Context: an optimization exercise on an open-source flow, tuned for small area and a short achievable clock period. The choices shown serve that exercise and are no tape-out recipe.
Where RTL was checked, it was by simulation tests only, not by an equivalence proof against the original.
Power is estimated from default activity; no workload was simulated.

==> flow/design.v <==
module note_sequencer #(
  parameter int DEPTH     = 64,
  parameter int DUR_W     = 16,
  parameter int TICK_DIV  = 16,
  parameter int DEB_TICKS = 10
) (
  input  logic                         clk,
  input  logic                         rst_n,
  input  logic [4:0]                   key_code,
  input  logic                         rec_n,
  input  logic                         play_n,
  input  logic                         stop_n,
  output logic [4:0]                   note_out,
  output logic [1:0]                   state_out,
  output logic                         full,
  output logic [$clog2(DEPTH+1)-1:0]   evt_count
);
  localparam int CW  = $clog2(DEPTH+1);
  localparam int AW  = (DEPTH > 1) ? $clog2(DEPTH) : 1;
  localparam int TW  = (TICK_DIV > 1) ? $clog2(TICK_DIV) : 1;
  localparam int DBW = $clog2(DEB_TICKS+1);
  localparam int EW  = 5 + DUR_W;
  localparam int RL  = DEPTH - 2;            
  localparam logic [4:0] SILENCE = 5'b11111;
  typedef enum logic [1:0] {S_IDLE = 2'b00, S_REC = 2'b01, S_PLAY = 2'b10} state_t;
  state_t            state;
  logic [4:0]        key_s1, key_s2;
  logic [2:0]        btn_s1, btn_s2;
  logic [2:0]        press;
  logic              stop_p, rec_p, play_p;
  logic [TW-1:0]     tick_cnt;
  logic              tick, tick_nx;
  logic [4:0]        cand, stable;
  logic [DBW-1:0]    deb_cnt, deb_next;
  logic              chg;
  logic [4:0]        note_n;                 
  logic [DUR_W-1:0]  dur, dur_plus, dur_m, dur_step, dur_nx;
  logic              dnz, dmax, d1;          
  logic [AW-1:0]     addr;
  logic [CW-1:0]     addr_inc;
  logic              pload;
  logic [EW-1:0]     wr_data, pdata;
  logic              wr_en, wr_ring, sat, rec_close, full_hit, last, pdone, idle_rec, play_go;
  logic              d_clr, d_ld, d_step;
  logic [EW-1:0]     slot0, slot1;           
  logic [EW-1:0]     ring  [RL];             
  logic [EW-1:0]     ring_d [RL];
  logic [EW-1:0]     wbuf;                   
  logic              wpend, wpend_nx;
  logic [5:0]        wpos;                   
  logic [5:0]        npos;                   
  logic [EW-1:0]     nxt;                    
  logic [5:0]        rpos;                   
  logic [5:0]        ph;                     
  logic [5:0]        ph_nx, ph_pv, wpos_nx, rpos_nx, npos_nx1, npos_nx2;
  logic [4:0]        wtap, rtap;             
  logic [EW-1:0]     tap_d [5];
  logic [EW-1:0]     cap_d;
  always_ff @(posedge clk) begin
    key_s1 <= key_code;
    key_s2 <= key_s1;
  end
  always_ff @(posedge clk or negedge rst_n) begin
    if (!rst_n) begin
      btn_s1 <= 3'b111;
      btn_s2 <= 3'b111;
      press  <= 3'b000;
    end else begin
      btn_s1 <= {stop_n, rec_n, play_n};
      btn_s2 <= btn_s1;
      press  <= btn_s2 & ~btn_s1;
    end
  end
  assign stop_p = press[2];
  assign rec_p  = press[1];
  assign play_p = press[0];
  assign tick_nx = (tick_cnt == TW'(TICK_DIV-2));
  always_ff @(posedge clk or negedge rst_n) begin
    if (!rst_n) begin
      tick_cnt <= '0;
      tick     <= 1'b0;
    end else begin
      tick_cnt <= tick_cnt + 1'b1;
      tick     <= tick_nx;
    end
  end
  always_comb begin
    deb_next = DBW'(1);
    if (key_s2 == cand)
      deb_next = (deb_cnt == DBW'(DEB_TICKS)) ? deb_cnt : deb_cnt + 1'b1;
  end
  always_ff @(posedge clk or negedge rst_n) begin
    if (!rst_n) begin
      cand    <= SILENCE;
      stable  <= SILENCE;
      deb_cnt <= '0;
    end else begin
      if (tick) begin
        cand    <= key_s2;
        deb_cnt <= deb_next;
        if (deb_next >= DBW'(DEB_TICKS) && key_s2 != stable) begin
          stable <= key_s2;
        end
      end
    end
  end
  always_ff @(posedge clk)
    chg <= tick && deb_next >= DBW'(DEB_TICKS) && key_s2 != stable;
  always_comb begin
    dur_m     = {DUR_W{state == S_PLAY}};
    dur_step  = dur_m ^ ((dur ^ dur_m) + 1'b1);
    dur_plus  = dur;
    sat       = dmax;
    rec_close = (state == S_REC) && (chg || sat || stop_p);
    wr_en     = rec_close && dnz;
    wr_ring   = wr_en && (evt_count[AW-1:1] != '0);
    wr_data   = {note_out, dur_plus};
    full_hit  = wr_en && (evt_count == CW'(DEPTH-1));
    idle_rec  = !stop_p && rec_p;
    play_go   = !stop_p && !rec_p && play_p && (evt_count != '0);
    addr_inc  = CW'(addr) + 1'b1;
    last      = (addr_inc == evt_count);
    pdone     = (state == S_PLAY) && !pload && tick && d1;
    pdata     = nxt;
    d_clr     = ((state == S_IDLE) && idle_rec) || ((state == S_REC) && rec_close);
    d_ld      = (state == S_PLAY) && pload && !stop_p;
    d_step    = (tick_nx && state == S_REC) || (tick && state == S_PLAY && !pload);
    dur_nx    = d_clr ? DUR_W'(tick_nx) : d_ld ? pdata[DUR_W-1:0] : d_step ? dur_step : dur;
  end
  always_comb begin
    ph_nx    = (ph   == 6'(RL-1)) ? 6'd0 : ph   + 6'd1;
    ph_pv    = (ph   == 6'd0) ? 6'(RL-1) : ph - 6'd1;
    npos_nx1 = (npos == 6'(RL-1)) ? 6'd0 : npos + 6'd1;
    npos_nx2 = (npos == 6'(RL-2)) ? 6'd0 : (npos == 6'(RL-1)) ? 6'd1 : npos + 6'd2;
    wpos_nx  = wr_ring ? npos_nx1 : ((wpos == 6'(RL-1)) ? 6'd0 : wpos + 6'd1);
    wpend_nx = wr_ring || (wpend && !(|wtap));
    if (state != S_PLAY)
      rpos_nx = ph_nx;
    else if (pload && addr[AW-1:1] != '0 && !stop_p)
      rpos_nx = (rpos == 6'(RL-2)) ? 6'd0 : (rpos == 6'(RL-1)) ? 6'd1 : rpos + 6'd2;
    else
      rpos_nx = (rpos == 6'(RL-1)) ? 6'd0 : rpos + 6'd1;
    for (int j = 0; j < RL; j++) ring_d[j] = ring[(j + RL - 1) % RL];
    tap_d[0] = wtap[0] ? wbuf : ring[0];
    tap_d[1] = wtap[1] ? wbuf : ring[13];
    tap_d[2] = wtap[2] ? wbuf : ring[26];
    tap_d[3] = wtap[3] ? wbuf : ring[38];
    tap_d[4] = wtap[4] ? wbuf : ring[50];
    ring_d[1]  = tap_d[0];
    ring_d[14] = tap_d[1];
    ring_d[27] = tap_d[2];
    ring_d[39] = tap_d[3];
    ring_d[51] = tap_d[4];
    cap_d = '0;
    for (int k = 0; k < 5; k++) cap_d = cap_d | ({EW{rtap[k]}} & tap_d[k]);
  end
  always_ff @(posedge clk) begin
    for (int j = 0; j < RL; j++) ring[j] <= ring_d[j];
    if (state != S_PLAY)
      nxt <= slot0;
    else if (pload && addr == AW'(0))
      nxt <= slot1;
    else if (|rtap && addr != AW'(0))
      nxt <= cap_d;
    if (wr_en && evt_count[AW-1:0] == AW'(0)) slot0 <= wr_data;
    if (wr_en && evt_count[AW-1:0] == AW'(1)) slot1 <= wr_data;
    if (wr_en) wbuf <= wr_data;
  end
  always_ff @(posedge clk or negedge rst_n) begin
    if (!rst_n) begin
      ph    <= '0;
      wpend <= 1'b0;
      wtap  <= '0;
    end else begin
      ph    <= ph_nx;
      wpend <= wpend_nx;
      wtap  <= {5{wpend_nx}} & {wpos_nx == 6'd50, wpos_nx == 6'd38, wpos_nx == 6'd26,
                                wpos_nx == 6'd13, wpos_nx == 6'd0};
    end
  end
  always_ff @(posedge clk) begin
    if ((state == S_IDLE) && idle_rec) npos <= ph_pv;
    else if (wr_en)                    npos <= npos_nx2;
    else                               npos <= npos_nx1;
  end
  always_ff @(posedge clk) begin
    wpos <= wpos_nx;
    rpos <= rpos_nx;
    rtap <= {rpos_nx == 6'd50, rpos_nx == 6'd38, rpos_nx == 6'd26, rpos_nx == 6'd13,
             rpos_nx == 6'd0};
  end
  always_ff @(posedge clk or negedge rst_n) begin
    if (!rst_n) begin
      state     <= S_IDLE;
      note_n    <= '0;
      full      <= 1'b0;
      evt_count <= '0;
    end else begin
      case (state)
        S_IDLE: begin
          note_n <= ~stable;
          if (idle_rec) begin
            state     <= S_REC;
            evt_count <= '0;
            full      <= 1'b0;
          end else if (play_go) begin
            state <= S_PLAY;
          end
        end
        S_REC: begin
          note_n <= ~stable;
          if (wr_en) evt_count <= evt_count + 1'b1;
          if (full_hit) begin
            full  <= 1'b1;
            state <= S_IDLE;
          end else if (stop_p) begin
            state <= S_IDLE;
          end
        end
        S_PLAY: begin
          if (stop_p) begin
            state  <= S_IDLE;
            note_n <= ~stable;
          end else if (pload) begin
            note_n <= ~pdata[EW-1:DUR_W];
          end else if (pdone && last) begin
            state <= S_IDLE;
          end
        end
        default: state <= S_IDLE;
      endcase
    end
  end
  assign note_out = ~note_n;
  always_ff @(posedge clk) begin
    dur  <= dur_nx;
    dnz  <= tick_nx || (!d_clr && dnz);
    dmax <= tick_nx && !d_clr && (dur == {{(DUR_W-1){1'b1}}, 1'b0});
    d1   <= !d_clr && (d_ld ? (pdata[DUR_W-1:0] == DUR_W'(1)) :
                       d_step ? (dur == DUR_W'(2)) : d1);
    case (state)
      S_IDLE: begin
        if (!idle_rec && play_go) begin
          addr  <= '0;
          pload <= 1'b1;
        end
      end
      S_PLAY: begin
        if (stop_p) begin
          pload <= 1'b0;
        end else if (pload) begin
          pload <= 1'b0;
        end else if (pdone && !last) begin
          addr  <= addr + 1'b1;
          pload <= 1'b1;
        end
      end
      default: ;
    endcase
  end
  assign state_out = state;
endmodule
Settings: LEC_CHECK=0, CAP_MARGIN=20, CORE_MARGIN=2, CORE_UTILIZATION=60, CTS_CLUSTER_DIAMETER=80, CTS_CLUSTER_SIZE=30, SETUP_SLACK_MARGIN=2.5, SLEW_MARGIN=20; clock period 5.0 ns.
run.sh (not shown) runs the stock make flow with config.mk's settings and CLKGATE_MAP_FILE= SYNTH_SCRIPT=/design/flow/synth_recipe.tcl, a recipe that flattens the netlist after the stock synthesis.
Next try:
--- a/flow/design.v
+++ b/flow/design.v
@@ -57,14 +57,14 @@
   logic [EW-1:0]     tap_d [5];
   logic [EW-1:0]     cap_d;
-  always_ff @(posedge clk) begin
-    key_s1 <= key_code;
-    key_s2 <= key_s1;
-  end
-  always_ff @(posedge clk or negedge rst_n) begin
-    if (!rst_n) begin
+  always_ff @(posedge clk or negedge rst_n) begin
+    if (!rst_n) begin
+      key_s1 <= SILENCE;
+      key_s2 <= SILENCE;
       btn_s1 <= 3'b111;
       btn_s2 <= 3'b111;
       press  <= 3'b000;
     end else begin
+      key_s1 <= key_code;
+      key_s2 <= key_s1;
       btn_s1 <= {stop_n, rec_n, play_n};
       btn_s2 <= btn_s1;
@@ -95,5 +95,7 @@
       stable  <= SILENCE;
       deb_cnt <= '0;
-    end else begin
+      chg     <= 1'b0;
+    end else begin
+      chg <= 1'b0;
       if (tick) begin
         cand    <= key_s2;
@@ -101,10 +103,9 @@
         if (deb_next >= DBW'(DEB_TICKS) && key_s2 != stable) begin
           stable <= key_s2;
+          chg    <= 1'b1;
         end
       end
     end
   end
-  always_ff @(posedge clk)
-    chg <= tick && deb_next >= DBW'(DEB_TICKS) && key_s2 != stable;
   always_comb begin
     dur_m     = {DUR_W{state == S_PLAY}};
@@ -172,4 +173,5 @@
       wpend <= 1'b0;
       wtap  <= '0;
+      npos  <= 6'(RL-2);
     end else begin
       ph    <= ph_nx;
@@ -177,10 +179,8 @@
       wtap  <= {5{wpend_nx}} & {wpos_nx == 6'd50, wpos_nx == 6'd38, wpos_nx == 6'd26,
                                 wpos_nx == 6'd13, wpos_nx == 6'd0};
-    end
-  end
-  always_ff @(posedge clk) begin
-    if ((state == S_IDLE) && idle_rec) npos <= ph_pv;
-    else if (wr_en)                    npos <= npos_nx2;
-    else                               npos <= npos_nx1;
+      if ((state == S_IDLE) && idle_rec) npos <= ph_pv;
+      else if (wr_en)                    npos <= npos_nx2;
+      else                               npos <= npos_nx1;
+    end
   end
   always_ff @(posedge clk) begin
Register-to-register slack loses 0.05 ns.
Die area grows by about 0.37%.
Total power grows by about 0.7%.
Cell area grows by 0.83%.
Clock skew grows by 0.0062 ns.
Worst setup slack loses 0.021 ns.
For the second run of this note, only the layout was checked, not whether the RTL still works.


// note_sequencer: RTL as listed in full above, without the edits since
Settings: LEC_CHECK=0, CAP_MARGIN=20, CORE_MARGIN=2, CORE_UTILIZATION=60, CTS_CLUSTER_DIAMETER=80, CTS_CLUSTER_SIZE=30, SETUP_SLACK_MARGIN=2.75, SLEW_MARGIN=20; clock period 5.0 ns.
Change:
--- a/flow/design.v
+++ b/flow/design.v
@@ -52,8 +52,10 @@
   logic [EW-1:0]     nxt;                    
   logic [5:0]        rpos;                   
   logic [5:0]        ph;                     
   logic [5:0]        ph_nx, ph_pv, wpos_nx, rpos_nx, npos_nx1, npos_nx2;
+  logic [4:0]        ph_t1, npos_t1, wpos_t1, rpos_t1, rpos_t2;
+  logic              r_adv2;
   logic [4:0]        wtap, rtap;             
   logic [EW-1:0]     tap_d [5];
   logic [EW-1:0]     cap_d;
   always_ff @(posedge clk) begin
@@ -133,11 +135,17 @@
     npos_nx1 = (npos == 6'(RL-1)) ? 6'd0 : npos + 6'd1;
     npos_nx2 = (npos == 6'(RL-2)) ? 6'd0 : (npos == 6'(RL-1)) ? 6'd1 : npos + 6'd2;
     wpos_nx  = wr_ring ? npos_nx1 : ((wpos == 6'(RL-1)) ? 6'd0 : wpos + 6'd1);
     wpend_nx = wr_ring || (wpend && !(|wtap));
+    ph_t1    = {ph   == 6'd49, ph   == 6'd37, ph   == 6'd25, ph   == 6'd12, ph   == 6'(RL-1)};
+    npos_t1  = {npos == 6'd49, npos == 6'd37, npos == 6'd25, npos == 6'd12, npos == 6'(RL-1)};
+    wpos_t1  = {wpos == 6'd49, wpos == 6'd37, wpos == 6'd25, wpos == 6'd12, wpos == 6'(RL-1)};
+    rpos_t1  = {rpos == 6'd49, rpos == 6'd37, rpos == 6'd25, rpos == 6'd12, rpos == 6'(RL-1)};
+    rpos_t2  = {rpos == 6'd48, rpos == 6'd36, rpos == 6'd24, rpos == 6'd11, rpos == 6'(RL-2)};
+    r_adv2   = pload && addr[AW-1:1] != '0 && !stop_p;
     if (state != S_PLAY)
       rpos_nx = ph_nx;
-    else if (pload && addr[AW-1:1] != '0 && !stop_p)
+    else if (r_adv2)
       rpos_nx = (rpos == 6'(RL-2)) ? 6'd0 : (rpos == 6'(RL-1)) ? 6'd1 : rpos + 6'd2;
     else
       rpos_nx = (rpos == 6'(RL-1)) ? 6'd0 : rpos + 6'd1;
     for (int j = 0; j < RL; j++) ring_d[j] = ring[(j + RL - 1) % RL];
@@ -173,10 +181,9 @@
       wtap  <= '0;
     end else begin
       ph    <= ph_nx;
       wpend <= wpend_nx;
-      wtap  <= {5{wpend_nx}} & {wpos_nx == 6'd50, wpos_nx == 6'd38, wpos_nx == 6'd26,
-                                wpos_nx == 6'd13, wpos_nx == 6'd0};
+      wtap  <= wr_ring ? npos_t1 : (wpend && !(|wtap)) ? wpos_t1 : 5'b0;
     end
   end
   always_ff @(posedge clk) begin
     if ((state == S_IDLE) && idle_rec) npos <= ph_pv;
@@ -185,10 +192,9 @@
   end
   always_ff @(posedge clk) begin
     wpos <= wpos_nx;
     rpos <= rpos_nx;
-    rtap <= {rpos_nx == 6'd50, rpos_nx == 6'd38, rpos_nx == 6'd26, rpos_nx == 6'd13,
-             rpos_nx == 6'd0};
+    rtap <= (state != S_PLAY) ? ph_t1 : r_adv2 ? rpos_t2 : rpos_t1;
   end
   always_ff @(posedge clk or negedge rst_n) begin
     if (!rst_n) begin
       state     <= S_IDLE;
The changed run finished with timing, DRC and antenna clean.
Via count stays flat.
Sequential power stays flat.
Area after synthesis barely changes.
Design area drops by 0.60%.
Maximum frequency drops by 0.97%.
Worst setup slack is worse by 0.022 ns.
Wire length drops by 0.67%.
Only the layout flow was run in the second run of this note; the RTL was not checked for function there.

## static timing again, ports no longer ideal
In the flow no input, the clock included, has a driving cell. The finished layouts below were timed again as built, in two steps. Step 1 sets driving cells, clkbuf_16 on the clock port and buf_2 on the other inputs (assumed; they add their load-dependent delay and slew). Step 2 moves the port delays by t, midway between the first and last clock arrival at a register: inputs arrive t later, outputs are due t later. That takes back most of the time a late clock gives input paths. a / b / c = ideal ports / drivers / drivers and shift; a / b = the first two.
run | t (ns) | setup slack, ns | worst setup path after step 2
the first run of note 1 | 0.690 | 2.572 / 2.513 / 2.639 | register to register
the second run of note 1 | 0.706 | 2.551 / 2.487 / 2.586 | register to register
the first run of note 2 | 0.697 | 2.732 / 2.678 / 2.732 | register to register
the second run of note 2 | 0.709 | 2.710 / 2.660 / 2.710 | register to register
After both steps setup and hold are still met in every run listed.
